What follows belongs to an exercise in optimizing a design on an open flow for small area, a short achievable clock period and few clock cycles per item; a production flow would make more cautious choices. RTL that was checked went through simulation tests only; none was proved equivalent to the original.

==> inputs of v2 <==
Design bch_encoder_seq, start of the top module:
module bch_encoder_seq
#(
    parameter int BEAT_W = 128
) (
    input  logic              clk,
    input  logic              rst_n,
    input  logic              in_valid,
    output logic              in_ready,
    input  logic [BEAT_W-1:0] in_data,
    output logic              out_valid,
    input  logic              out_ready,
    output logic [CW_W-1:0]   out_codeword,
    output logic              busy
);
==> module bch_encoder_seq, before the edit <==
module bch_encoder_seq
#(
    parameter int BEAT_W = 128
) (
    input  logic              clk,
    input  logic              rst_n,
    input  logic              in_valid,
    output logic              in_ready,
    input  logic [BEAT_W-1:0] in_data,
    output logic              out_valid,
    input  logic              out_ready,
    output logic [CW_W-1:0]   out_codeword,
    output logic              busy
);
    logic [1:0]        cnt_q, cnt_d;      
    logic              pend_q, pend_d;    
    logic              rdy_q, busy_q;
    logic              in_fire;
    logic [BEAT_W-1:0] skid_q, m0_q, m1_q, m2_q, m3_q;
    logic [PAR_W-1:0]  rem_q, par_q, rem_src, rem_d;
    assign in_fire = in_valid & rdy_q;
    assign rem_src = (cnt_q == 2'd0) ? '0 : rem_q;
    bch_par_lfsr #(.BEAT_W(BEAT_W)) u_lfsr (
        .rem_i  (rem_src),
        .data_i (in_data),
        .rem_o  (rem_d)
    );
    assign cnt_d  = cnt_q + {1'b0, in_fire};
    assign pend_d = (pend_q & ~out_ready) | (in_fire & (cnt_q == 2'd3));
    always_ff @(posedge clk or negedge rst_n) begin
        if (!rst_n) begin
            cnt_q  <= 2'd0;
            pend_q <= 1'b0;
            rdy_q  <= 1'b1;
            busy_q <= 1'b0;
        end else begin
            cnt_q  <= cnt_d;
            pend_q <= pend_d;
            rdy_q  <= (cnt_d == 2'd0) | ~pend_d;
            busy_q <= (cnt_d != 2'd0) | pend_d;
        end
    end
    always_ff @(posedge clk) begin
        if (cnt_q == 2'd0)            skid_q <= in_data;
        if (!pend_q)                  m0_q   <= skid_q;
        if (!pend_q && cnt_q == 2'd1) m1_q   <= in_data;
        if (!pend_q && cnt_q == 2'd2) m2_q   <= in_data;
        if (!pend_q && cnt_q == 2'd3) m3_q   <= in_data;
        if (in_fire)                  rem_q  <= rem_d;
        if (in_fire && cnt_q == 2'd3) par_q  <= rem_d;
    end
    assign in_ready     = rdy_q;
    assign busy         = busy_q;
    assign out_valid    = pend_q;
    assign out_codeword = {m0_q, m1_q, m2_q, m3_q, par_q};
endmodule
clock: 14.0 ns
lec_check: 0
cap_margin: 20
core_margin: 2
core_utilization: 40
slew_margin: 20
synth_hierarchical: 1
synth_minimum_keep_size: 0
standard.sh (not shown) runs the stock make flow with config.mk's settings and CLKGATE_MAP_FILE= SYNTH_SCRIPT=/design/flow/synth_recipe.tcl, a recipe that flattens the netlist after the stock synthesis.
==> flow/flow/run.sh <==
#!/bin/bash
# Standard layout, with single-drive port buffers and a tighter setup target for repair.
set -euo pipefail
export BUFFER_PORTS_ARGS="-buffer_cell sky130_fd_sc_hd__buf_1"
export SETUP_SLACK_MARGIN=9
bash standard.sh > standard.log 2>&1
==> inputs of v25, as changes to v2 <==
--- a/flow/design.v
+++ b/flow/design.v
@@ -892,43 +892,79 @@
 );
     logic [1:0]        cnt_q, cnt_d;      
     logic              pend_q, pend_d;    
+    logic              inv_q, inv_d;      
     logic              rdy_q, busy_q;
-    logic              in_fire;
-    logic [BEAT_W-1:0] skid_q, m0_q, m1_q, m2_q, m3_q;
-    logic [PAR_W-1:0]  rem_q, par_q, rem_src, rem_d;
-    assign in_fire = in_valid & rdy_q;
-    assign rem_src = (cnt_q == 2'd0) ? '0 : rem_q;
+    logic              in_fire, core_rdy, take;
+    logic [BEAT_W-1:0] in_q, skid_q, m0_q, m1_q, m2_q, m3_q;
+    logic [PAR_W-1:0]  rem_q, par_q, rem_d;
+    assign in_fire  = in_valid & rdy_q;
+    assign core_rdy = (cnt_q == 2'd0) | ~pend_q;
+    assign take     = inv_q & core_rdy;
     bch_par_lfsr #(.BEAT_W(BEAT_W)) u_lfsr (
-        .rem_i  (rem_src),
-        .data_i (in_data),
+        .rem_i  (rem_q),
+        .data_i (in_q),
         .rem_o  (rem_d)
     );
-    assign cnt_d  = cnt_q + {1'b0, in_fire};
-    assign pend_d = (pend_q & ~out_ready) | (in_fire & (cnt_q == 2'd3));
+    assign cnt_d  = cnt_q + {1'b0, take};
+    assign pend_d = (pend_q & ~out_ready) | (take & (cnt_q == 2'd3));
+    assign inv_d  = in_fire | (inv_q & ~core_rdy);
     always_ff @(posedge clk or negedge rst_n) begin
         if (!rst_n) begin
             cnt_q  <= 2'd0;
             pend_q <= 1'b0;
-            rdy_q  <= 1'b1;
+            inv_q  <= 1'b0;
+            rdy_q  <= 1'b0;
             busy_q <= 1'b0;
         end else begin
             cnt_q  <= cnt_d;
             pend_q <= pend_d;
-            rdy_q  <= (cnt_d == 2'd0) | ~pend_d;
-            busy_q <= (cnt_d != 2'd0) | pend_d;
+            inv_q  <= inv_d;
+            rdy_q  <= ~inv_d | (cnt_d == 2'd0) | ~pend_d;
+            busy_q <= inv_d | (cnt_d != 2'd0) | pend_d;
         end
     end
+    logic              in_en, skid_en, m0_en, sh_en, rem_en, rem_keep, par_en;
+    logic [BEAT_W-1:0] in_nx, skid_nx, m0_nx, m1_nx, m2_nx, m3_nx;
+    logic [PAR_W-1:0]  rem_nx, par_nx;
+    assign in_en   = ~inv_q | core_rdy;
+    assign skid_en = (cnt_q == 2'd0);
+    assign m0_en   = ~pend_q;
+    assign sh_en   = take & (cnt_q != 2'd0);
+    assign rem_en   = take & (cnt_q != 2'd3);
+    assign rem_keep = ~take & (cnt_q != 2'd0);
+    assign par_en  = take & (cnt_q == 2'd3);
+    bch_hold #(.W(BEAT_W)) u_h_in   (.s(in_en),   .sn(~in_en),   .a(in_q),   .b(in_data), .y(in_nx));
+    bch_hold #(.W(BEAT_W)) u_h_skid (.s(skid_en), .sn(~skid_en), .a(skid_q), .b(in_q),    .y(skid_nx));
+    bch_hold #(.W(BEAT_W)) u_h_m0   (.s(m0_en),   .sn(~m0_en),   .a(m0_q),   .b(skid_q),  .y(m0_nx));
+    bch_hold #(.W(BEAT_W)) u_h_m1   (.s(sh_en),   .sn(~sh_en),   .a(m1_q),   .b(m2_q),    .y(m1_nx));
+    bch_hold #(.W(BEAT_W)) u_h_m2   (.s(sh_en),   .sn(~sh_en),   .a(m2_q),   .b(m3_q),    .y(m2_nx));
+    bch_hold #(.W(BEAT_W)) u_h_m3   (.s(sh_en),   .sn(~sh_en),   .a(m3_q),   .b(in_q),    .y(m3_nx));
+    bch_hold #(.W(PAR_W))  u_h_rem  (.s(rem_en),  .sn(rem_keep),  .a(rem_q),  .b(rem_d),   .y(rem_nx));
+    bch_hold #(.W(PAR_W))  u_h_par  (.s(par_en),  .sn(~par_en),  .a(par_q),  .b(rem_d),   .y(par_nx));
     always_ff @(posedge clk) begin
-        if (cnt_q == 2'd0)            skid_q <= in_data;
-        if (!pend_q)                  m0_q   <= skid_q;
-        if (!pend_q && cnt_q == 2'd1) m1_q   <= in_data;
-        if (!pend_q && cnt_q == 2'd2) m2_q   <= in_data;
-        if (!pend_q && cnt_q == 2'd3) m3_q   <= in_data;
-        if (in_fire)                  rem_q  <= rem_d;
-        if (in_fire && cnt_q == 2'd3) par_q  <= rem_d;
+        in_q   <= in_nx;
+        skid_q <= skid_nx;
+        m0_q   <= m0_nx;
+        m1_q   <= m1_nx;
+        m2_q   <= m2_nx;
+        m3_q   <= m3_nx;
+        rem_q  <= rem_nx;
+        par_q  <= par_nx;
     end
     assign in_ready     = rdy_q;
     assign busy         = busy_q;
     assign out_valid    = pend_q;
     assign out_codeword = {m0_q, m1_q, m2_q, m3_q, par_q};
 endmodule
+module bch_hold
+#(
+    parameter int W = 1
+) (
+    input  logic         s,
+    input  logic         sn,
+    input  logic [W-1:0] a,
+    input  logic [W-1:0] b,
+    output logic [W-1:0] y
+);
+    assign y = ({W{s}} & b) | ({W{sn}} & a);
+endmodule
==> flow/flow/run.sh (replaced) <==
#!/bin/bash
# Standard layout, with single-drive port buffers, a tighter setup target for repair and CTS options.
set -euo pipefail
export BUFFER_PORTS_ARGS="-buffer_cell sky130_fd_sc_hd__buf_1"
export SETUP_SLACK_MARGIN=10.1
export CTS_ARGS="-sink_clustering_enable -repair_clock_nets -dont_use_dummy_load -sink_clustering_size 25 -sink_clustering_max_diameter 100"
bash standard.sh > standard.log 2>&1
- CORE_UTILIZATION: 40 -> 60
==> inputs of v30, as changes to v2 <==
--- a/flow/design.v
+++ b/flow/design.v
@@ -892,43 +892,79 @@
 );
     logic [1:0]        cnt_q, cnt_d;      
     logic              pend_q, pend_d;    
+    logic              inv_q, inv_d;      
     logic              rdy_q, busy_q;
-    logic              in_fire;
-    logic [BEAT_W-1:0] skid_q, m0_q, m1_q, m2_q, m3_q;
-    logic [PAR_W-1:0]  rem_q, par_q, rem_src, rem_d;
-    assign in_fire = in_valid & rdy_q;
-    assign rem_src = (cnt_q == 2'd0) ? '0 : rem_q;
+    logic              in_fire, core_rdy, take;
+    logic [BEAT_W-1:0] in_q, skid_q, m0_q, m1_q, m2_q, m3_q;
+    logic [PAR_W-1:0]  rem_q, par_q, rem_d;
+    assign in_fire  = in_valid & rdy_q;
+    assign core_rdy = (cnt_q == 2'd0) | ~pend_q;
+    assign take     = inv_q & core_rdy;
     bch_par_lfsr #(.BEAT_W(BEAT_W)) u_lfsr (
-        .rem_i  (rem_src),
-        .data_i (in_data),
+        .rem_i  (rem_q),
+        .data_i (in_q),
         .rem_o  (rem_d)
     );
-    assign cnt_d  = cnt_q + {1'b0, in_fire};
-    assign pend_d = (pend_q & ~out_ready) | (in_fire & (cnt_q == 2'd3));
+    assign cnt_d  = cnt_q + {1'b0, take};
+    assign pend_d = (pend_q & ~out_ready) | (take & (cnt_q == 2'd3));
+    assign inv_d  = in_fire | (inv_q & ~core_rdy);
     always_ff @(posedge clk or negedge rst_n) begin
         if (!rst_n) begin
             cnt_q  <= 2'd0;
             pend_q <= 1'b0;
-            rdy_q  <= 1'b1;
+            inv_q  <= 1'b0;
+            rdy_q  <= 1'b0;
             busy_q <= 1'b0;
         end else begin
             cnt_q  <= cnt_d;
             pend_q <= pend_d;
-            rdy_q  <= (cnt_d == 2'd0) | ~pend_d;
-            busy_q <= (cnt_d != 2'd0) | pend_d;
+            inv_q  <= inv_d;
+            rdy_q  <= ~inv_d | (cnt_d == 2'd0) | ~pend_d;
+            busy_q <= inv_d | (cnt_d != 2'd0) | pend_d;
         end
     end
+    logic              in_en, skid_en, m0_en, sh_en, rem_en, rem_keep, par_en;
+    logic [BEAT_W-1:0] in_nx, skid_nx, m0_nx, m1_nx, m2_nx, m3_nx;
+    logic [PAR_W-1:0]  rem_nx, par_nx;
+    assign in_en   = ~inv_q | core_rdy;
+    assign skid_en = (cnt_q == 2'd0);
+    assign m0_en   = ~pend_q;
+    assign sh_en   = take & (cnt_q != 2'd0);
+    assign rem_en   = take & (cnt_q != 2'd3);
+    assign rem_keep = ~take & (cnt_q != 2'd0);
+    assign par_en  = take & (cnt_q == 2'd3);
+    bch_hold #(.W(BEAT_W)) u_h_in   (.s(in_en),   .sn(~in_en),   .a(in_q),   .b(in_data), .y(in_nx));
+    bch_hold #(.W(BEAT_W)) u_h_skid (.s(skid_en), .sn(~skid_en), .a(skid_q), .b(in_q),    .y(skid_nx));
+    bch_hold #(.W(BEAT_W)) u_h_m0   (.s(m0_en),   .sn(~m0_en),   .a(m0_q),   .b(skid_q),  .y(m0_nx));
+    bch_hold #(.W(BEAT_W)) u_h_m1   (.s(sh_en),   .sn(~sh_en),   .a(m1_q),   .b(m2_q),    .y(m1_nx));
+    bch_hold #(.W(BEAT_W)) u_h_m2   (.s(sh_en),   .sn(~sh_en),   .a(m2_q),   .b(m3_q),    .y(m2_nx));
+    bch_hold #(.W(BEAT_W)) u_h_m3   (.s(sh_en),   .sn(~sh_en),   .a(m3_q),   .b(in_q),    .y(m3_nx));
+    bch_hold #(.W(PAR_W))  u_h_rem  (.s(rem_en),  .sn(rem_keep),  .a(rem_q),  .b(rem_d),   .y(rem_nx));
+    bch_hold #(.W(PAR_W))  u_h_par  (.s(par_en),  .sn(~par_en),  .a(par_q),  .b(rem_d),   .y(par_nx));
     always_ff @(posedge clk) begin
-        if (cnt_q == 2'd0)            skid_q <= in_data;
-        if (!pend_q)                  m0_q   <= skid_q;
-        if (!pend_q && cnt_q == 2'd1) m1_q   <= in_data;
-        if (!pend_q && cnt_q == 2'd2) m2_q   <= in_data;
-        if (!pend_q && cnt_q == 2'd3) m3_q   <= in_data;
-        if (in_fire)                  rem_q  <= rem_d;
-        if (in_fire && cnt_q == 2'd3) par_q  <= rem_d;
+        in_q   <= in_nx;
+        skid_q <= skid_nx;
+        m0_q   <= m0_nx;
+        m1_q   <= m1_nx;
+        m2_q   <= m2_nx;
+        m3_q   <= m3_nx;
+        rem_q  <= rem_nx;
+        par_q  <= par_nx;
     end
     assign in_ready     = rdy_q;
     assign busy         = busy_q;
     assign out_valid    = pend_q;
     assign out_codeword = {m0_q, m1_q, m2_q, m3_q, par_q};
 endmodule
+module bch_hold
+#(
+    parameter int W = 1
+) (
+    input  logic         s,
+    input  logic         sn,
+    input  logic [W-1:0] a,
+    input  logic [W-1:0] b,
+    output logic [W-1:0] y
+);
+    assign y = ({W{s}} & b) | ({W{sn}} & a);
+endmodule
==> flow/flow/run.sh (replaced) <==
#!/bin/bash
# Standard layout, with single-drive port buffers, a tighter setup target for repair and CTS options.
set -euo pipefail
export BUFFER_PORTS_ARGS="-buffer_cell sky130_fd_sc_hd__buf_1"
export SETUP_SLACK_MARGIN=10
export CTS_ARGS="-sink_clustering_enable -repair_clock_nets -dont_use_dummy_load -sink_clustering_size 20 -sink_clustering_max_diameter 60"
bash standard.sh > standard.log 2>&1
- CORE_UTILIZATION: 40 -> 60
==> comparison table <==
item                                                                  v30         v25          v2
Final cycle utilization of the critical path                        0.289       0.287       0.364
End of the worst hold path                                      m0_q[101]    m0_q[95]    m0_q[20]
Clock network latency to the later pin of the worst-skew pair     0.62 ns     0.61 ns     0.64 ns
Iter 0 DRT Violations                                                2331        3227        1317
Data arrival at the endpoint of the critical path                 1.24 ns     1.22 ns     5.45 ns
Drt wl/cell                                                       29.0 µm     33.0 µm     28.0 µm
Placeable core region                                           54100 µm²   54100 µm²   71200 µm²
Post-CTS setup repair buffer count                                      6          70           6
Grt met3 use                                                       0.0692      0.0762      0.0443
Run status                               no timing/DRC/antenna violations  no timing/DRC/antenna violations  no timing/DRC/antenna violations
Seq cells                                                             834         834         705
Core Rows                                                              85          85          98
DRT Wirelength                                                  115000 µm   136000 µm    94900 µm
Synthesized instance count                                           2705        2705        1586
Testbench counts of v25, summed over its fixed seeds: cycles 2,064, items 512.
Testbench counts of v30, summed over its fixed seeds: cycles 2,064, items 512.
For v2, only the layout was checked, not whether the RTL still works.

port drivers added, routing unchanged:
No port has a modelled driver above. Below, the same layouts with a new extraction and two added sets of constraints. Step 1 (the two cells are an assumption about what drives the block):
set clk [get_ports {clk}]
set_driving_cell -lib_cell sky130_fd_sc_hd__clkbuf_16 $clk
set_driving_cell -lib_cell sky130_fd_sc_hd__buf_2 [delete_from_list [all_inputs] $clk]
Step 2 times the ports against the registers' clock, not the clock port: input delays grow and output delays shrink by t, the midpoint of the rising clock arrivals with the driver on. Three values: ideal, step 1, step 2; two values: the first two.
run | t, ns | slack for setup (ns) | worst setup path at the end | worst data-port slew with drivers (ns) | pins driven straight from the clock port
v2 | 0.689 | 8.904 / 8.934 / 8.245 | input to register | 0.07 | 1
v25 | 0.653 | 9.978 / 9.910 / 10.128 | register to register | 0.10 | 1
v30 | 0.664 | 9.958 / 9.888 / 10.119 | register to register | 0.08 | 1
After both steps every run listed still meets setup and hold. For v2, which loses most, drivers alone change the setup slack by +0.030 ns; drivers and shift together by -0.659 ns.
